Source: an optimization exercise on an open RTL-to-GDS flow (aim: small area and a short achievable clock period). Production flows keep margins and buffers that such runs may drop.
Function was checked by simulation only, so behaviour that the tests miss may differ from the original.
The flow treats the clock pin as an ideal source, which a real chip does not have.
Power is estimated from default activity; no workload was simulated.

==> design.v <==
package drive_pkg;
    localparam int OP_W       = 2;
    localparam int ENV_ADDR_W = 6;    
    localparam int LEN_W      = 4;    
    localparam int PHASE_W    = 8;    
    localparam int INST_W     = 12;
    localparam int PC_W       = 5;    
    localparam int AMP_W      = 8;
    localparam int IQ_SUM_W   = 10;   
    localparam int MAX_BANK   = 4;
    localparam int ENC_W      = 11;
endpackage
`timescale 1ns/1ps
import drive_pkg::*;
module drive_inst_fetch #(
    parameter int NUM_BANK = 4
) (
    input  logic                                    clk,
    input  logic                                    rst_i,
    input  logic                                    update_pc_i,
    input  logic [NUM_BANK-1:0]                     bank_wr_sel_i,
    input  logic                                    inst_wr_en_i,
    input  logic [drive_pkg::PC_W-1:0]              inst_wr_addr_i,
    input  logic [drive_pkg::INST_W-1:0]            inst_wr_data_i,
    output logic [NUM_BANK-1:0]                     play_o,
    output logic [NUM_BANK-1:0]                     rz_o,
    output logic [NUM_BANK*10-1:0]                  arg_o,
    output logic [NUM_BANK*ENV_ADDR_W-1:0]          start_d_o
);
    localparam int LIST_DEPTH = 1 << PC_W;
    logic [PC_W-1:0]  pc_q;
    logic [ENC_W-1:0] wr_enc;
    logic             wr_play;
    always_ff @(posedge clk) begin
        if (rst_i) begin
            pc_q <= '0;
        end else if (update_pc_i) begin
            pc_q <= pc_q + 1'b1;  
        end
    end
    assign wr_play = (inst_wr_data_i[11:10] == 2'd1);
    assign wr_enc  = {wr_play,
                      wr_play ? inst_wr_data_i[9] : (inst_wr_data_i[11:10] == 2'd2),
                      inst_wr_data_i[8:0]};
    logic [NUM_BANK-1:0] wr_en_q;
    logic [PC_W-1:0]     wr_addr_q [NUM_BANK];
    logic [ENC_W-1:0]    wr_enc_q;
    always_ff @(posedge clk) begin
        wr_en_q   <= {NUM_BANK{inst_wr_en_i}} & bank_wr_sel_i;
        for (int k = 0; k < NUM_BANK; k++) begin
            if (inst_wr_en_i && bank_wr_sel_i[k]) begin
                wr_addr_q[k] <= inst_wr_addr_i;
            end
        end
        wr_enc_q  <= wr_enc;
    end
    genvar b;
    generate
        for (b = 0; b < NUM_BANK; b++) begin : g_list
            logic [ENC_W-1:0] list_mem [LIST_DEPTH];
            logic [ENC_W-1:0] word;
            logic             play_q;
            logic             rz_q;
            logic [9:0]       arg_q;
            always_ff @(posedge clk) begin
                if (wr_en_q[b]) begin
                    list_mem[wr_addr_q[b]] <= wr_enc_q;
                end
            end
            assign word = (wr_en_q[b] && wr_addr_q[b] == pc_q) ? wr_enc_q : list_mem[pc_q];
            always_ff @(posedge clk) begin
                if (rst_i || !update_pc_i) begin
                    play_q <= 1'b0;
                    rz_q   <= 1'b0;
                end else begin
                    play_q <= word[10];
                    rz_q   <= ~word[10] & word[9];
                end
                arg_q <= word[9:0];
            end
            assign play_o[b] = play_q;
            assign rz_o[b]   = rz_q;
            assign arg_o[b*10 +: 10] = arg_q;
            assign start_d_o[b*ENV_ADDR_W +: ENV_ADDR_W] = word[LEN_W +: ENV_ADDR_W];
        end
    endgenerate
endmodule
`timescale 1ns/1ps
import drive_pkg::*;
module drive_sequencer (
    input  logic                                clk,
    input  logic                                rst_i,
    input  logic                                play_i,
    input  logic                                rz_i,
    input  logic [9:0]                          arg_i,
    input  logic [drive_pkg::ENV_ADDR_W-1:0]    start_d_i,
    output logic                                busy_o,
    output logic                                busy_lane_o,
    output logic                                busy_out_o,
    output logic [drive_pkg::ENV_ADDR_W-1:0]    ra_o,
    output logic [7:0]                          ra_lo_o,
    output logic [1:0]                          quadrant_o
);
    logic                   busy_q;
    logic                   busy_d;
    logic                   busy_out_q;
    logic                   busy_lane_q;
    logic                   busy_ra_q;
    logic                   busy_ra_d;
    logic [LEN_W-1:0]       remain_q;
    logic [1:0]             quad_q;
    logic [PHASE_W-1:0]     phase_q;
    logic [ENV_ADDR_W-1:0]  ra_q;
    always_ff @(posedge clk) begin
        if (rst_i) begin
            phase_q <= '0;
        end else if (rz_i && !busy_q) begin
            phase_q <= phase_q + arg_i[PHASE_W-1:0];  
        end
    end
    assign busy_d = ~rst_i & (busy_q ? (remain_q != '0) : play_i);
    always_ff @(posedge clk) begin
        busy_q <= busy_d;
    end
    always_ff @(posedge clk) begin
        busy_out_q <= ~rst_i & (busy_q ? |remain_q : play_i);
    end
    always_ff @(posedge clk) begin
        if (rst_i) begin
            busy_lane_q <= 1'b0;
        end else begin
            busy_lane_q <= busy_lane_q ? (remain_q != '0) : play_i;
        end
    end
    assign busy_ra_d = ~rst_i & (busy_ra_q ? |remain_q : play_i);
    always_ff @(posedge clk) begin
        busy_ra_q <= busy_ra_d;
    end
    always_ff @(posedge clk) begin
        if (busy_q) begin
            remain_q <= remain_q - 1'b1;
        end else begin
            remain_q <= arg_i[LEN_W-1:0];
            quad_q   <= phase_q[PHASE_W-1 -: 2];
        end
    end
    always_ff @(posedge clk) begin
        ra_q <= busy_ra_d ? ra_q + 1'b1 : start_d_i;
    end
    genvar k;
    generate
        for (k = 1; k < 4; k++) begin : g_lo
            logic [1:0] ra_lo_q;
            always_ff @(posedge clk) begin
                ra_lo_q <= busy_ra_d ? ra_lo_q + 1'b1 : start_d_i[1:0];
            end
            assign ra_lo_o[2*k +: 2] = ra_lo_q;
        end
    endgenerate
    assign ra_lo_o[1:0] = ra_q[1:0];
    assign busy_o      = busy_q;
    assign busy_lane_o = busy_lane_q;
    assign busy_out_o  = busy_out_q;
    assign ra_o        = ra_q;
    assign quadrant_o  = quad_q;
endmodule
`timescale 1ns/1ps
import drive_pkg::*;
module drive_iq_modulator (
    input  logic                                clk,
    input  logic                                env_wr_en_i,
    input  logic [drive_pkg::ENV_ADDR_W-1:0]    env_wr_addr_i,
    input  logic [drive_pkg::AMP_W-1:0]         env_wr_data_i,
    input  logic                                pend_en_i,
    input  logic [drive_pkg::ENV_ADDR_W-1:0]    pend_addr_i,
    input  logic [drive_pkg::AMP_W-1:0]         pend_data_i,
    input  logic [drive_pkg::ENV_ADDR_W-1:0]    ra_i,
    input  logic [7:0]                          ra_lo_i,
    output logic [drive_pkg::AMP_W-1:0]         sample_o
);
    localparam int ENV_DEPTH = 1 << ENV_ADDR_W;
    logic [AMP_W-1:0] env_mem [ENV_DEPTH];
    logic [AMP_W-1:0] rd;
    logic             fwd_live;
    logic             fwd_pend;
    always_ff @(posedge clk) begin
        if (pend_en_i) begin
            env_mem[pend_addr_i] <= pend_data_i;
        end
    end
    always_comb begin
        for (int j = 0; j < AMP_W; j++) begin
            rd[j] = env_mem[{ra_i[ENV_ADDR_W-1:2], ra_lo_i[2*(j/2) +: 2]}][j];
        end
    end
    assign fwd_live = env_wr_en_i & (env_wr_addr_i == ra_i);
    assign fwd_pend = pend_en_i & (pend_addr_i == ra_i);
    always_ff @(posedge clk) begin
        sample_o <= fwd_live ? env_wr_data_i : (fwd_pend ? pend_data_i : rd);
    end
endmodule
`timescale 1ns/1ps
import drive_pkg::*;
module drive_bank_sum #(
    parameter int NUM_BANK = 4
) (
    input  logic                                    clk,
    input  logic                                    rst_i,
    input  logic [NUM_BANK-1:0]                     busy_i,
    input  logic [NUM_BANK*2-1:0]                   quad_i,
    input  logic [NUM_BANK*drive_pkg::AMP_W-1:0]    sample_i,
    output logic                                    valid_o,
    output logic [drive_pkg::IQ_SUM_W-1:0]          i_o,
    output logic [drive_pkg::IQ_SUM_W-1:0]          q_o
);
    logic [4*AMP_W-1:0] i_ops;
    logic [4*AMP_W-1:0] q_ops;
    logic [AMP_W:0]     i_s, q_s;
    logic [AMP_W-1:0]   i_c, q_c;
    logic [AMP_W:0]     i_s_q, q_s_q;
    logic [AMP_W-1:0]   i_c_q, q_c_q;
    logic               valid_q;
    logic [IQ_SUM_W-1:0] i_sum, q_sum;
    task automatic csa4(input  logic [4*AMP_W-1:0] op,
                        output logic [AMP_W:0]     s,
                        output logic [AMP_W-1:0]   c);
        logic [AMP_W-1:0] a, b, x, d, s1, c1;
        logic [AMP_W:0]   y;
        a  = op[0*AMP_W +: AMP_W];
        b  = op[1*AMP_W +: AMP_W];
        x  = op[2*AMP_W +: AMP_W];
        d  = op[3*AMP_W +: AMP_W];
        s1 = a ^ b ^ x;
        c1 = (a & b) | (a & x) | (b & x);
        y  = {c1, 1'b0};
        s  = {1'b0, s1 ^ y[AMP_W-1:0] ^ d};
        s[AMP_W] = y[AMP_W];
        c  = (s1 & y[AMP_W-1:0]) | (s1 & d) | (y[AMP_W-1:0] & d);
    endtask
    always_comb begin
        logic [AMP_W-1:0] s;
        logic [AMP_W-1:0] r;
        logic             gi, gq;
        for (int b = 0; b < NUM_BANK; b++) begin
            s  = sample_i[b*AMP_W +: AMP_W];
            r  = quad_i[2*b+1] ? -s : s;  
            gi = busy_i[b] & ~quad_i[2*b];
            gq = busy_i[b] &  quad_i[2*b];
            i_ops[b*AMP_W +: AMP_W] = {~(gi & r[AMP_W-1]), r[AMP_W-2:0] & {(AMP_W-1){gi}}};
            q_ops[b*AMP_W +: AMP_W] = {~(gq & r[AMP_W-1]), r[AMP_W-2:0] & {(AMP_W-1){gq}}};
        end
        csa4(i_ops, i_s, i_c);
        csa4(q_ops, q_s, q_c);
    end
    always_ff @(posedge clk) begin
        if (rst_i) begin
            valid_q <= 1'b0;
        end else begin
            valid_q <= |busy_i;
        end
        i_s_q <= i_s;
        i_c_q <= i_c;
        q_s_q <= q_s;
        q_c_q <= q_c;
    end
    always_comb begin
        i_sum = IQ_SUM_W'(i_s_q) + IQ_SUM_W'({i_c_q, 1'b0});
        q_sum = IQ_SUM_W'(q_s_q) + IQ_SUM_W'({q_c_q, 1'b0});
        i_sum[IQ_SUM_W-1] = ~i_sum[IQ_SUM_W-1];
        q_sum[IQ_SUM_W-1] = ~q_sum[IQ_SUM_W-1];
    end
    always_ff @(posedge clk) begin
        if (rst_i || !valid_q) begin
            valid_o <= 1'b0;
            i_o     <= '0;
            q_o     <= '0;
        end else begin
            valid_o <= 1'b1;
            i_o     <= i_sum;
            q_o     <= q_sum;
        end
    end
endmodule
`timescale 1ns/1ps
import drive_pkg::*;
module drive_datapath #(
    parameter int NUM_BANK = 4
) (
    input  logic                                clk,
    input  logic                                rst_i,
    input  logic                                update_pc_i,
    input  logic [NUM_BANK-1:0]                 bank_wr_sel_i,
    input  logic                                inst_wr_en_i,
    input  logic [drive_pkg::PC_W-1:0]          inst_wr_addr_i,
    input  logic [drive_pkg::INST_W-1:0]        inst_wr_data_i,
    input  logic                                env_wr_en_i,
    input  logic [drive_pkg::ENV_ADDR_W-1:0]    env_wr_addr_i,
    input  logic [drive_pkg::AMP_W-1:0]         env_wr_data_i,
    output logic [NUM_BANK-1:0]                 bank_busy_o,
    output logic                                valid_o,
    output logic [drive_pkg::IQ_SUM_W-1:0]      i_o,
    output logic [drive_pkg::IQ_SUM_W-1:0]      q_o
);
    logic [NUM_BANK-1:0]        play;
    logic [NUM_BANK-1:0]        rz;
    logic [NUM_BANK*10-1:0]     arg;
    logic [NUM_BANK-1:0]        busy;
    logic [NUM_BANK-1:0]        busy_lane;
    logic [NUM_BANK*2-1:0]      quad;
    logic [NUM_BANK*AMP_W-1:0]  sample;
    logic [NUM_BANK*ENV_ADDR_W-1:0] start_d;
    logic [NUM_BANK-1:0]        env_pend_en_q;
    logic [ENV_ADDR_W-1:0]      env_pend_addr_q [NUM_BANK];
    logic [AMP_W-1:0]           env_pend_data_q;
    always_ff @(posedge clk) begin
        env_pend_en_q   <= {NUM_BANK{env_wr_en_i}} & bank_wr_sel_i;
        for (int k = 0; k < NUM_BANK; k++) begin
            if (env_wr_en_i && bank_wr_sel_i[k]) begin
                env_pend_addr_q[k] <= env_wr_addr_i;
            end
        end
        env_pend_data_q <= env_wr_data_i;
    end
    drive_inst_fetch #(
        .NUM_BANK(NUM_BANK)
    ) u_fetch (
        .clk(clk),
        .rst_i(rst_i),
        .update_pc_i(update_pc_i),
        .bank_wr_sel_i(bank_wr_sel_i),
        .inst_wr_en_i(inst_wr_en_i),
        .inst_wr_addr_i(inst_wr_addr_i),
        .inst_wr_data_i(inst_wr_data_i),
        .play_o(play),
        .rz_o(rz),
        .arg_o(arg),
        .start_d_o(start_d)
    );
    genvar b;
    generate
        for (b = 0; b < NUM_BANK; b++) begin : g_bank
            logic [ENV_ADDR_W-1:0]  ra;
            logic [7:0]             ra_lo;
            drive_sequencer u_seq (
                .clk(clk),
                .rst_i(rst_i),
                .play_i(play[b]),
                .rz_i(rz[b]),
                .arg_i(arg[b*10 +: 10]),
                .start_d_i(start_d[b*ENV_ADDR_W +: ENV_ADDR_W]),
                .busy_o(busy[b]),
                .busy_lane_o(busy_lane[b]),
                .busy_out_o(bank_busy_o[b]),
                .ra_o(ra),
                .ra_lo_o(ra_lo),
                .quadrant_o(quad[2*b +: 2])
            );
            drive_iq_modulator u_mod (
                .clk(clk),
                .env_wr_en_i(env_wr_en_i & bank_wr_sel_i[b]),
                .env_wr_addr_i(env_wr_addr_i),
                .env_wr_data_i(env_wr_data_i),
                .pend_en_i(env_pend_en_q[b]),
                .pend_addr_i(env_pend_addr_q[b]),
                .pend_data_i(env_pend_data_q),
                .ra_i(ra),
                .ra_lo_i(ra_lo),
                .sample_o(sample[b*AMP_W +: AMP_W])
            );
        end
    endgenerate
    drive_bank_sum #(
        .NUM_BANK(NUM_BANK)
    ) u_sum (
        .clk(clk),
        .rst_i(rst_i),
        .busy_i(busy_lane),
        .quad_i(quad),
        .sample_i(sample),
        .valid_o(valid_o),
        .i_o(i_o),
        .q_o(q_o)
    );
endmodule
==> flow/run.sh <==
#!/bin/bash
# Standard ORFS layout with two changes:
#  - clock tree: larger sink clusters and no dummy loads
#  - after CTS, a second setup repair pass with a plain move sequence
# make's full output goes to flow_make.log; each ORFS step logs under orfs/logs.
set -euo pipefail
here=$(pwd)
bash standard.sh \
  CTS_ARGS="-sink_clustering_enable -repair_clock_nets -sink_clustering_size 25 -sink_clustering_max_diameter 70 -dont_use_dummy_load" \
  POST_CTS_TCL="$here/flow/post_cts.tcl" \
  finish > "$here/flow_make.log" 2>&1
==> flow/post_cts.tcl <==
# Second setup repair after CTS. The default pass stops early on paths the
# first moves of its sequence cannot improve; sizing and buffering alone
# fixes most of what it leaves.
estimate_parasitics -placement
repair_timing -setup -setup_margin $::env(SETUP_SLACK_MARGIN) -repair_tns 100 \
  -match_cell_footprint -sequence "sizeup,buffer,swap" -verbose
detailed_placement
check_placement -verbose
estimate_parasitics -placement
report_worst_slack
report_design_area
==> standard.sh <==
#!/bin/bash
# synth_recipe.tcl (not shown) runs the flow's synth.tcl, then flattens the netlist and writes it again
# the make line also repeats each setting of config.mk as NAME=value (left out here)
make -C /OpenROAD-flow-scripts/flow DESIGN_CONFIG=/design/flow/config.mk WORK_HOME=/design/flow/orfs CLKGATE_MAP_FILE= SYNTH_SCRIPT=/design/flow/synth_recipe.tcl "${@:-finish}"
==> config.mk <==
export PLATFORM = sky130hd
export DESIGN_NAME = drive_datapath
export DESIGN_NICKNAME = drive_datapath
export VERILOG_FILES = /design/flow/design.v
export SDC_FILE = /design/flow/constraint.sdc
export NUM_CORES = 4
export LEC_CHECK = 0
export CAP_MARGIN = 20
export CORE_MARGIN = 2
export CORE_UTILIZATION = 60
export PLACE_DENSITY = 0.72
export SETUP_SLACK_MARGIN = 4.35
export SLEW_MARGIN = 40
==> constraint.sdc <==
create_clock -name core_clock -period 7.0 [get_ports {clk}]
set_input_delay 1.4000 -clock core_clock [delete_from_list [all_inputs] [get_ports {clk}]]
set_output_delay 1.4000 -clock core_clock [all_outputs]
set_load 0.01 [all_outputs]
==> run summary, run 1 <==
- Global-route wire length before repair: 522000 um
- Post-synth design cell area: between 100000 and 150000 um2
- Data arrival time of the critical path: 1.40 ns
- CTS sink cnt: 3781
- # placed instances: between 10k and 15k
- Sequential share of the synthesized area: 74.7%
- Min-delay src: g_bank[0].u_seq.phase_q[7]
- Vias: 75.5k
- Share of layout cells above drive strength 1: a little over a fifth
- Die Height: 501 um
- Chip width: about 500 um
- Die outline area: ~250000 um2
- Post-Route WL: 363000 um
- Accumulated negative setup slack: 0 ns
- Antenna violations before repair: 18
- Synthesis Warnings: 8
- Synthesized Nets: approximately 7.8k
- Worst skew pair latency: around 0.9 ns
- Largest delay contributor family on the critical path: flip-flops
- TritonCTS clock tree: done
- End point of the most critical hold path: g_bank[0].u_seq.quad_q[1]
- Highest clock frequency the design can meet: roughly 360 MHz
- Post-route standard cell area excluding fillers: 160000 um2
- Required time of the critical path: 5.60 ns
- Worst rel slew slack: a little over a third
- RSZ-0062 raised after global routing: yes
- Placeable core region: 246000 um2
- Pin count of the biggest net entering global routing: between 150 and 200
- Path category of the worst min-delay check: reg -> reg
- Number of cells on the critical path: 1
- Number of register bits inferred by synthesis: ~3.8k
- Relative area change from synthesis to final layout: 7.69%
- Max-cap violations: 0
- Number of nets still failing antenna checks after routing: 0
- Final weighted congestion of routability-driven global placement: approximately 0.90
- Reg-to-Reg Start: env_pend_addr_q[1][0]
- Capturing element type of the critical path: output port
- Power density of the placed cells: roughly 260 nW/um2
- Worst reg2reg endpoint: g_bank[1].u_mod.env_mem[21][0]
- Ratio of final minimum period to clock period: around 40%
- Initial core utilization: 60.3%
- Top_reg_cell synth: edfxtp_1
- Slowest cell on the critical path: dfxtp_4
- First-pass detailed-route iteration total: 8
- Buffer and inverter count on the worst path: 1
- Synthesized area divided by synthesized cell count: 19.3 um2
- Nets: about 7.9k
- Detailed placement HPWL: roughly 220000 um
- Peak per-stage delay on the critical path: 0.42 ns
- Max Slew Vio Count: 0
- GRT Overall Usage: 28.9%
- Total I/O pin count: 65
- Vias per inst: 6.86
- Max FO, Critical Path: 1
- Global-route congestion overflow total: 0
- Cell area reported after detailed placement: about 150000 um2
- Instance count along the most critical hold path: 0
- Via count of the first global-routing pass: between 70k and 80k
- Critical-path cell list: buf_6
- Type of the setup path with the least slack: reg -> out
- # rows: between 150 and 200
- Flop2flop setup slack: ~4.3 ns
- Worst r2r path cells: 3
- Post-detailed-route DRC marker count: 0
- Post-route worst hold slack: about 0.45 ns
- Per-cell routed wire length: between 30 and 40 um
- Result of the run: complete, no violations
- Leakage Power: 49.2 nW
- Violation count after the first detailed-routing iteration: ~11k
- Share of synthesized flip-flops with an asynchronous set or reset: 0%
- Number of enable-type register cells in the synthesized netlist: 3508
- Worst Setup Start Kind: flop
- Worst-Margin Slew: 0.969 ns
- Port buffer count: between 60 and 70
- Largest voltage drop on the vdd net: between 0.2 and 0.3 mV
- Post-synthesis cell count: ~7.7k
- Number of hold-slack violations in the final timing report: 0
- Worst Skew: approximately 0.080 ns
- Largest cells by area after synthesis: edfxtp_1 71%, mux4_2 12%, dfxtp_1 3.7%, mux2i_1 2.1%, nor2_1 1.4%
- Area leader, netlist: edfxtp_1
- Endpoints failing setup: 0
- Area share of the largest cell type after synthesis: between 70 and 80%
- Clock slew seen by the registers of the worst setup and hold paths: roughly 0.09 ns
- Final non-filler cell total: about 11k
- Count of cell types in the netlist: 65
- Minimum clock period after layout: 2.80 ns
## cells in the mapped netlist, types with 28 or more instances
cell      number
a211oi_1      32
a21oi_1      119
a22oi_1      145
buf_1         38
buf_2        131
buf_4         38
clkbuf_1     181
dfxtp_1      273
edfxtp_1    3508
fa_1          36
ha_1          59
inv_1         85
mux2_2        34
mux2i_1      310
mux4_2       789
nand2_1      254
nand2b_1      34
nand3_1      169
nand3b_1      52
nand4_1       47
nor2_1       553
nor2b_1       94
nor3_1        46
o211ai_1      32
o21ai_0      122
o221ai_1      28
o22ai_1       48
xnor2_1       73
xor2_1        73
## metrics by stage
stage / utilization [%] / setup WS [ns] / power, mW
after floorplan: - / 3.99 / 29.3
after global placement: 62.0 / 2.61 / 31.1
after detailed placement: 62.2 / 2.80 / 31.2
after global routing: 64.9 / 4.17 / 43.5
final: 65.0 / 4.20 / 42.3
## layer usage
layer	part of all wire (%)	routed length, um	vias to the layer above	global-route usage [%]
met5	0.011	40	-	0
met4	3.7	13300	6	9.93
li1	-	-	31000	-
met2	48	174000	4328	45.4
met1	38	139000	39500	41.5
met3	10	36100	651	5.31
## state kept, by name, indices dropped and copies added (netlist names), 5 cells and up, named ones only
name	count
env_pend_addr_q	24
env_pend_data_q	8
g_bank.ra_lo	16
g_bank.u_mod.env_mem	2048
g_bank.u_mod.sample_o	32
g_bank.u_seq.g_lo.ra_lo_q	8
g_bank.u_seq.phase_q	32
g_bank.u_seq.quad_q	8
g_bank.u_seq.ra_q	24
g_bank.u_seq.remain_q	16
u_fetch.g_list.arg_q	32
u_fetch.g_list.list_mem	1408
u_fetch.pc_q	5
u_fetch.wr_addr_q	20
u_fetch.wr_enc_q	11
u_sum.i_c_q	8
u_sum.i_o	10
u_sum.i_s_q	9
u_sum.q_c_q	8
u_sum.q_o	10
u_sum.q_s_q	9
## final cells by class
type,instances,area [um2]
multi-input cells,3422,36200
flip-flops and latches,3781,111000
diodes,16,40.0
well taps,3220,4030
clock buffers,185,4630
inverters,86,327
fillers,16000,86200
repair buffers,296,3480
## placed cells by master, fill, tap and decap left out, types with 25 or more instances in the layout
master and n:
a211oi_1 31, a21oi_1 117, a22oi_1 143, buf_12 31, buf_4 130, buf_6 45
clkbuf_16 190, dfxtp_1 187, dfxtp_2 40, dfxtp_4 46, edfxtp_1 3508, fa_1 36
ha_1 59, inv_1 84, mux2_2 34, mux2i_1 303, mux4_2 789, nand2_1 252
nand2b_1 34, nand3_1 161, nand3b_1 52, nand4_1 47, nor2_1 351, nor2_2 199
nor2b_1 84, nor3_1 40, o211ai_1 32, o21ai_0 120, o221ai_1 25, o22ai_1 48
xnor2_1 68, xor2_1 73
## power breakdown
| part | internal, mW | switching, mW |
|---|---|---|
| combinational | 2.21 | 3.17 |
| sequential | 25.0 | 0.653 |
| clock | 4.71 | 6.54 |
| total | 32.0 | 10.4 |
## kinds of logic (layout without fill, tap and decap cells)
kind of cell             after synthesis  count (layout)  synth area share, %
AND/OR/NAND/NOR                     1362            1362                 4.29
multiplexers                        1148            1148                 14.6
XOR/XNOR                             146             146                0.862
buffers and inverters                491             567                 1.54
AO/OA/AOI/OAI                        671             671                 3.03
other                                  0              16                    0
flip-flops                          3781            3781                 74.7
adder cells (fa/ha/maj)               95              95                0.984
## worst max path at each step
stage,endpoint,from
final,i_o[7],u_sum.i_o[7]
after global routing,bank_busy_o[3],g_bank[3].u_seq.busy_out_q
after detailed placement,g_bank[0].u_mod.sample_o[7],bank_wr_sel_i[0]
after global placement,g_bank[3].u_mod.sample_o[4],env_wr_addr_i[1]
after floorplan,g_bank[0].u_mod.sample_o[7],env_wr_addr_i[1]
==> run 2, diff against run 1 <==
--- a/config.mk
+++ b/config.mk
@@ -9,5 +9,5 @@
 export CORE_MARGIN = 2
 export CORE_UTILIZATION = 60
 export PLACE_DENSITY = 0.72
-export SETUP_SLACK_MARGIN = 4.35
+export SETUP_SLACK_MARGIN = 4.5
 export SLEW_MARGIN = 40
==> run 2 against run 1 <==
  * Synthesized cell count unchanged
  * Combinational power increased by 11%
  * Critical path depth unchanged
  * Via count increased by 2.2%
  * Wire length increased by 3.2%
  * Total power increased by 1.5%
  * Still clean on timing, DRC and antenna
  * Register-to-register slack improved by 0.09 ns
  * Worst setup slack got worse by 0.032 ns
  * First-iteration DRC count increased by 3.4%
  * Fmax decreased by 1.1%
  * Hold slack got worse by 0.0034 ns
  * Global-route usage increased by 0.56 points
==> run summary, run 2 <==
- Ratio of final minimum period to clock period: 40.5% (was 40.0%)
- Global-route wire length before repair: 532000 um (was 522000 um)
- Largest cells by area after synthesis: edfxtp_1 71%, mux4_2 12%, dfxtp_1 3.7%, mux2i_1 2.1%, nor2_1 1.4% (unchanged)
- Post-synth design cell area: 148000 um2 (unchanged)
- Switching portion of total power: 24.7% (was 24.5%)
- Global routing usage on met3: 4.97% (was 5.31%)
- Worst Setup Start Kind: flop (unchanged)
- Violation count after the first detailed-routing iteration: 11.2k (was 10.8k)
- Most common cell after layout, fill and taps aside: edfxtp_1 (unchanged)
- Share of synthesized cell area in full adder, half adder and majority cells: 0.984% (unchanged)
- Worst Skew: 0.105 ns (was 0.0805 ns)
- Vias: 77.2k (was 75.5k)
- Dominant cell by count in the synthesized netlist: edfxtp_1 (unchanged)
- Cell-internal power: 32.3 mW (was 32.0 mW)
- Synthesis Warnings: 8 (unchanged)
- Crit. Startpoint: u_sum.q_o[8] (was u_sum.i_o[7])
- Compound-gate portion of the synthesized area: 3.03% (unchanged)
- Clock slew seen by the registers of the worst setup and hold paths: 0.10 ns (was 0.09 ns)
- Buffer and inverter count on the worst path: 1 (unchanged)
- # rows: 182 (unchanged)
- Slowest cell on the critical path: dfxtp_4 (unchanged)
- Worst skew pair latency: 0.91 ns (was 0.90 ns)
- Number of nets still failing antenna checks after routing: 0 (unchanged)
- Number of hold-slack violations in the final timing report: 0 (unchanged)
- Final weighted congestion of routability-driven global placement: 0.931 (was 0.903)
- Pin count of the biggest net entering global routing: 193 (was 196)
- Reg-to-Reg Start: env_pend_addr_q[3][2] (was env_pend_addr_q[1][0])
- Placeable core region: 246000 um2 (unchanged)
- Leakage Power: 50.7 nW (was 49.2 nW)
- Min-delay src: g_bank[0].u_seq.phase_q[7] (unchanged)
- Nets: 8102 (was 7907)
- Die outline area: 251000 um2 (unchanged)
- Top_reg_cell synth: edfxtp_1 (unchanged)
- Post-detailed-route DRC marker count: 0 (unchanged)
- Register with the highest flop count: g_bank.u_mod.env_mem (unchanged)
- TritonCTS clock tree: done (unchanged)
- Proportion of power drawn by combinational gates: 13.9% (was 12.7%)
- First-pass detailed-route iteration total: 6 (was 8)
- Dominant combinational cell family by area after synthesis: multiplexers (unchanged)
- Vias per inst: 6.90 (was 6.86)
- Portion of total power attributed to the clock network: 26.3% (was 26.6%)
- Max Slew Vio Count: 0 (unchanged)
- Chip width: 501 um (unchanged)
- Initial core utilization: 60.3% (unchanged)
- RSZ-0062 raised after global routing: yes (unchanged)
- Busiest grt layer: met2 (unchanged)
- Endpoints failing setup: 0 (unchanged)
- Net switching power figure: 10.6 mW (was 10.4 mW)
- Commonest non-fill, non-tap cells in the layout: 3508 x edfxtp_1, 790 x mux4_2, 285 x mux2i_1, 251 x nor2_2, 244 x buf_4 (was 3508 x edfxtp_1, 789 x mux4_2, 351 x nor2_1, 303 x mux2i_1, 252 x nand2_1)
- Relative area change from synthesis to final layout: 10.6% (was 7.69%)
- Detailed placement HPWL: 223000 um (was 220000 um)
- Grt met1 use: 41.7% (was 41.5%)
- Type of the setup path with the least slack: reg -> out (unchanged)
- Largest voltage drop on the vdd net: 0.227 mV (was 0.279 mV)
- Area share of the largest cell type after synthesis: 71.0% (unchanged)
- Share of synthesized flip-flops with an asynchronous set or reset: 0% (unchanged)
- Area leader, netlist: edfxtp_1 (unchanged)
- Sequential share of the synthesized area: 74.7% (unchanged)
- Reg power frac: 59.8% (was 60.7%)
- Data arrival time of the critical path: 1.44 ns (was 1.40 ns)
- Synthesized Nets: 7829 (unchanged)
- End-of-flow core utilization: 66.7% (was 65.0%)
- Worst-Margin Slew: 0.988 ns (was 0.969 ns)
- Max-cap violations: 0 (unchanged)
- Antenna violations before repair: 15 (was 18)
- Highest clock frequency the design can meet: 353 MHz (was 357 MHz)
- Mux share of post-synthesis cell area: 14.6% (unchanged)
- Via count of the first global-routing pass: 75.3k (was 73.7k)
- Peak per-stage delay on the critical path: 0.43 ns (was 0.42 ns)
- Power density of the placed cells: 262 nW/um2 (was 265 nW/um2)
- Total I/O pin count: 65 (unchanged)
- Fraction of synthesized cell area in xor and xnor cells: 0.862% (unchanged)
- Worst rel slew slack: 33.9% (was 35.1%)
- Port buffer count: 64 (unchanged)
- Die Height: 501 um (unchanged)
- Required time of the critical path: 5.60 ns (about the same)
- Leading cell types by count after synthesis: 3508 x edfxtp_1, 789 x mux4_2, 553 x nor2_1 (unchanged)
- Result of the run: complete, no violations (unchanged)
- Capturing element type of the critical path: output port (unchanged)
- Per-cell routed wire length: 33.5 um (was 33.0 um)
- Critical-path cell list: buf_6 (unchanged)
- Flip-flop count of the largest register, all copies and words added: 2048 (unchanged)
- Synthesized area divided by synthesized cell count: 19.3 um2 (unchanged)
- Max FO, Critical Path: 1 (unchanged)
- Path category of the worst min-delay check: reg -> reg (unchanged)
- Number of enable-type register cells in the synthesized netlist: 3508 (unchanged)
- Number of register bits inferred by synthesis: 3781 (unchanged)
- Simple-gate area share of the yosys netlist: 4.29% (unchanged)
- Count of cell types in the netlist: 65 (unchanged)
- Post-synthesis cell count: 7694 (unchanged)
- Global-route congestion overflow total: 0 (unchanged)
- Post-Route WL: 375000 um (was 363000 um)
- Accumulated negative setup slack: 0 ns (unchanged)
- Largest delay contributor family on the critical path: flip-flops (unchanged)
- Minimum clock period after layout: 2.84 ns (was 2.80 ns)
- Share of layout cells above drive strength 1: 27.1% (was 21.5%)
- GRT Overall Usage: 29.5% (was 28.9%)
- CTS sink cnt: 3781 (unchanged)
- Met2 usage in global routing: 47.2% (was 45.4%)
-- run 2: cell counts after synthesis --
Identical to the previous run, type by type.
-- run 2: logic make-up (layout without fill, tap and decap cells) --
logic type	count (synthesis)	count (layout)
other cells	0	4
mux	1148	1148
simple gates	1362	1362
buf+inv	491	762
fa+ha+maj	95	95
compound gates	671	671
xor+xnor	146	146
flops	3781	3781
-- run 2: stage by stage --
stage | hold WS, ns | instances | worst slack [ns] | power [mW] | cell area, um2
2_1_floorplan | 0.406 | 7694 | 4.00 | 29.3 | 148000
3_3_place_gp | 0.428 | 10700 | 2.74 | 31.1 | 153000
3_5_place_dp | 0.437 | 10800 | 2.66 | 31.2 | 153000
5_1_grt | 0.456 | 11200 | 4.14 | 44.0 | 164000
6_report | 0.444 | 11200 | 4.16 | 42.9 | 164000
-- run 2: final cells by class --
| class | instances | area (um2) |
|---|---|---|
| Antenna cell | 4 | 10.0 |
| Clock buffer | 187 | 4680 |
| Fill cell | 15600 | 81900 |
| Inverter | 86 | 327 |
| Multi-Input combinational cell | 3422 | 37800 |
| Sequential cell | 3781 | 111000 |
| Tap cell | 3220 | 4030 |
| Timing Repair Buffer | 489 | 6070 |
-- run 2: worst paths after layout --
path / end / slack [ns] / depth (start not counted)
setup / recovery: q_o[8] / 4.16 / 1
hold / removal: g_bank[0].u_seq.quad_q[1] / 0.44 / 0
setup reg to reg: g_bank[3].u_mod.env_mem[35][4] / 4.35 / 3
hold reg to reg: g_bank[0].u_seq.quad_q[1] / 0.44 / 0
-- run 2: power groups by stage --
stage | Combinational (mW) | Clock (mW) | Sequential (mW)
final | 5.96 | 11.3 | 25.7
after global routing | 6.22 | 12.1 | 25.7
after detailed placement | 5.01 | 0 | 26.2
after global placement | 4.87 | 0 | 26.2
after floorplan | 3.43 | 0 | 25.9
-- run 2: metal layers --
metal	up-vias	wire (um)
li1	31400	-
met1	40300	138000
met2	4697	182000
met3	756	39400
met4	18	15300
met5	-	115
==> run 3, diff against run 2 <==
--- a/config.mk
+++ b/config.mk
@@ -7,7 +7,7 @@
 export LEC_CHECK = 0
 export CAP_MARGIN = 20
 export CORE_MARGIN = 2
-export CORE_UTILIZATION = 60
-export PLACE_DENSITY = 0.72
-export SETUP_SLACK_MARGIN = 4.5
+export CORE_UTILIZATION = 65
+export PLACE_DENSITY = 0.76
+export SETUP_SLACK_MARGIN = 4.2
 export SLEW_MARGIN = 40
==> run 3 against run 2 <==
  * Still clean on timing, DRC and antenna
  * Critical path depth up 7
  * Register-to-register slack got worse by 0.13 ns
  * Sequential share of layout area increased by 2.1 points
  * Total power fell by 2.1%
  * Worst setup slack better by 0.028 ns
  * Non-clock buffer count shrank 174
  * Count of clock-buffer cells in the layout shrank 5
  * Global-route usage up 1.4 points
  * Hold slack better by 0.0096 ns
  * First-iteration DRC count down 3.7%
  * Critical path type is now in -> reg
  * Critical endpoint is now g_bank[0].u_mod.sample_o[7]
  * Largest power group unchanged
  * Highest routed layer unchanged
==> run summary, run 3 <==
- Result of the run: complete, no violations (unchanged)
- Top_reg_cell synth: edfxtp_1 (unchanged)
- Pin count of the biggest net entering global routing: 205 (was 193)
- Area share of the largest cell type after synthesis: 71.0% (unchanged)
- Worst slack after detailed placement: 2.60 ns (was 2.66 ns)
- Critical-path cell list: buf_2, xor2_1, or4_1, nor4_2, buf_4, nor2b_1, a22o_1, a211o_1 (was buf_6)
- # rows: 175 (was 182)
- Minimum clock period after layout: 2.81 ns (was 2.84 ns)
- Leakage Power: 49.1 nW (was 50.7 nW)
- Count of cell types in the netlist: 65 (unchanged)
- Nets: 7923 (was 8102)
- TritonCTS clock tree: done (unchanged)
- Required time of the critical path: 7.74 ns (was 5.60 ns)
- Simple-gate area share of the yosys netlist: 4.29% (unchanged)
- Type of the setup path with the least slack: in -> reg (was reg -> out)
- Die outline area: 232000 um2 (was 251000 um2)
- Mux share of post-synthesis cell area: 14.6% (unchanged)
- RSZ-0062 raised after global routing: yes (unchanged)
- Post-Route WL: 356000 um (was 375000 um)
- Highest clock frequency the design can meet: 356 MHz (was 353 MHz)
- Worst-Margin Slew: 1.01 ns (was 0.988 ns)
- Largest voltage drop on the vdd net: 0.295 mV (was 0.227 mV)
- Number of cells on the critical path: 8 (was 1)
- Power density of the placed cells: 265 nW/um2 (was 262 nW/um2)
- Endpoints failing setup: 0 (unchanged)
- Share of synthesized cell area in full adder, half adder and majority cells: 0.984% (unchanged)
- Buffer and inverter count on the worst path: 2 (was 1)
- Share of layout cells above drive strength 1: 20.5% (was 27.1%)
- Share of synthesized flip-flops with an asynchronous set or reset: 0% (unchanged)
- Total I/O pin count: 65 (unchanged)
- Min-delay src: g_bank[2].u_seq.phase_q[7] (was g_bank[0].u_seq.phase_q[7])
- Flop2flop setup slack: 4.22 ns (was 4.35 ns)
- Number of hold-slack violations in the final timing report: 0 (unchanged)
- Ratio of final minimum period to clock period: 40.1% (was 40.5%)
- Post-detailed-route DRC marker count: 0 (unchanged)
- Worst Skew: 0.0768 ns (was 0.105 ns)
- Global-route congestion overflow total: 0 (unchanged)
- Fraction of synthesized cell area in xor and xnor cells: 0.862% (unchanged)
- Worst skew pair latency: 0.88 ns (was 0.91 ns)
- Capturing element type of the critical path: flop (was output port)
- Dominant combinational cell family by area after synthesis: multiplexers (unchanged)
- Antenna violations before repair: 18 (was 15)
- Final Worst Setup Slack: 4.19 ns (was 4.16 ns)
- First-pass detailed-route iteration total: 6 (unchanged)
- Slowest cell on the critical path: or4_1 (was dfxtp_4)
- CTS sink cnt: 3781 (unchanged)
- Relative area change from synthesis to final layout: 7.15% (was 10.6%)
- Clock slew seen by the registers of the worst setup and hold paths: 0.09 ns (was 0.10 ns)
- Register with the highest flop count: g_bank.u_mod.env_mem (unchanged)
- Violation count after the first detailed-routing iteration: 10.7k (was 11.2k)
- Detailed placement HPWL: 219000 um (was 223000 um)
- Sequential share of the synthesized area: 74.7% (unchanged)
- Reg-to-Reg Start: g_bank[0].u_seq.ra_q[3] (was env_pend_addr_q[3][2])
- End point of the critical path: g_bank[0].u_mod.sample_o[7] (was q_o[8])
- GRT Overall Usage: 30.9% (was 29.5%)
- Data arrival time of the critical path: 3.54 ns (was 1.44 ns)
- Filler cell count in the final layout: 13.4k (was 15.6k)
- Synthesized Nets: 7829 (unchanged)
- Number of register bits inferred by synthesis: 3781 (unchanged)
- Die Height: 482 um (was 501 um)
- Global-route wire length before repair: 514000 um (was 532000 um)
- Worst reg2reg endpoint: g_bank[0].u_mod.sample_o[1] (was g_bank[3].u_mod.env_mem[35][4])
- Max-cap violations: 0 (unchanged)
- Dominant cell by count in the synthesized netlist: edfxtp_1 (unchanged)
- Number of nets still failing antenna checks after routing: 0 (unchanged)
- Per-cell routed wire length: 33.0 um (was 33.5 um)
- Chip width: 482 um (was 501 um)
- Final weighted congestion of routability-driven global placement: 0.936 (was 0.931)
- Compound-gate portion of the synthesized area: 3.03% (unchanged)
- Crit. Startpoint: env_wr_addr_i[1] (was u_sum.q_o[8])
- Worst Setup Start Kind: input pin (was flop)
- Leading cell types by count after synthesis: 3508 x edfxtp_1, 789 x mux4_2, 553 x nor2_1 (unchanged)
- End-of-flow core utilization: 70.0% (was 66.7%)
- Peak per-stage delay on the critical path: 0.54 ns (was 0.43 ns)
- Max Slew Vio Count: 0 (unchanged)
- Synthesized area divided by synthesized cell count: 19.3 um2 (unchanged)
- Synthesis Warnings: 8 (unchanged)
- Post-synthesis cell count: 7694 (unchanged)
- Largest delay contributor family on the critical path: simple AND/OR/NAND/NOR gates (was flip-flops)
- Area leader, netlist: edfxtp_1 (unchanged)
- Port buffer count: 64 (unchanged)
- Post-route standard cell area excluding fillers: 159000 um2 (was 164000 um2)
- Most common cell after layout, fill and taps aside: edfxtp_1 (unchanged)
- Largest cells by area after synthesis: edfxtp_1 71%, mux4_2 12%, dfxtp_1 3.7%, mux2i_1 2.1%, nor2_1 1.4% (unchanged)
- Accumulated negative setup slack: 0 ns (unchanged)
- Post-route worst hold slack: 0.453 ns (was 0.444 ns)
- Via count of the first global-routing pass: 74.4k (was 75.3k)
- Worst rel slew slack: 32.6% (was 33.9%)
- Post-synth design cell area: 148000 um2 (unchanged)
- Path category of the worst min-delay check: reg -> reg (unchanged)
- Cell area reported after detailed placement: 153000 um2 (about the same)
- Vias: 75.4k (was 77.2k)
- Initial core utilization: 65.3% (was 60.3%)
- Placeable core region: 227000 um2 (was 246000 um2)
- Max FO, Critical Path: 12 (was 1)
- Vias per inst: 6.97 (was 6.90)
- Number of enable-type register cells in the synthesized netlist: 3508 (unchanged)
- Flip-flop count of the largest register, all copies and words added: 2048 (unchanged)
- Worst r2r path cells: 7 (was 3)
- Commonest non-fill, non-tap cells in the layout: 3508 x edfxtp_1, 789 x mux4_2, 396 x nor2_1, 310 x mux2i_1, 254 x nand2_1 (was 3508 x edfxtp_1, 790 x mux4_2, 285 x mux2i_1, 251 x nor2_2, 244 x buf_4)
==> run 3: cell counts after synthesis <==
Identical to the previous run, type by type.
==> run 3: cell type report <==
cell class / instances / area, um2 / area share, %
inverter: 86 / 327 / 0.205
timing repair buffer: 315 / 3340 / 2.10
antenna: 15 / 37.5 / 0.0236
sequential: 3781 / 111000 / 69.9
tap: 3009 / 3760 / 2.37
clock buffer: 182 / 4550 / 2.87
multi-input combinational: 3422 / 35900 / 22.6
==> run 3: through the flow <==
| step | power, mW | instances |
|---|---|---|
| floorplan | 29.3 | 7694 |
| global placement | 31.0 | 10500 |
| detailed placement | 31.2 | 10500 |
| global route | 43.1 | 10800 |
| finish | 42.0 | 10800 |
==> run 3: worst min path at each step <==
stage,endpoint,slack [ns],cells after the start
floorplan,u_sum.i_o[0],0.41,1
finish,g_bank[2].u_seq.quad_q[1],0.45,0
global placement,u_sum.i_o[0],0.42,1
global route,g_bank[2].u_seq.quad_q[1],0.47,0
detailed placement,g_bank[3].u_seq.g_lo[3].ra_lo_q[0],0.44,1
==> run 3: logic make-up after synthesis <==
family / count (synthesis)
compound gates: 671
xor+xnor: 146
mux: 1148
flops: 3781
simple gates: 1362
fa+ha+maj: 95
buf+inv: 491
==> run 3: metal layers <==
| layer | GRT usage, % | share of wire, % |
|---|---|---|
| met2 | 49.1 | 49 |
| met4 | 11.3 | 4.0 |
| met3 | 6.35 | 10 |
| met5 | 0 | 0.024 |
| met1 | 43.3 | 37 |
==> run 3: power by group <==
group          total, mW  internal [mW]  switching, mW
Combinational       5.28           2.16           3.12
Sequential          25.7           25.0          0.623
Clock               11.1           4.63           6.47
Total               42.0           31.8           10.2

==> static timing again, ports no longer ideal <==
Ports are ideal in the flow. The routed layouts listed here were re-timed in OpenROAD.
Step 1 assumes that a clkbuf_16 drives the clock port and a buf_2 every other input.
Step 2 times the ports against the registers' clock, not the clock port: input delays grow and output delays shrink by t, the midpoint of the rising clock arrivals with the driver on.
Slacks: ideal ports / drivers / drivers and shift; pairs: ideal ports / drivers.
| run | t (ns) | setup slack, ns | worst hold slack (ns) | worst setup path after step 2 | worst register clock-pin slew, ns |
|---|---|---|---|---|---|
| run 1 | 0.947 | 4.197 / 4.103 / 3.427 | 0.447 / 0.447 / 0.447 | input to register | 0.10 / 0.10 |
| run 2 | 0.947 | 4.165 / 4.074 / 3.527 | 0.444 / 0.444 / 0.444 | input to register | 0.10 / 0.10 |
| run 3 | 0.944 | 4.193 / 4.114 / 3.313 | 0.453 / 0.453 / 0.453 | input to register | 0.10 / 0.10 |
After both steps every run listed still meets setup and hold. For run 3, which loses most, drivers alone change the setup slack by -0.079 ns; drivers and shift together by -0.880 ns.
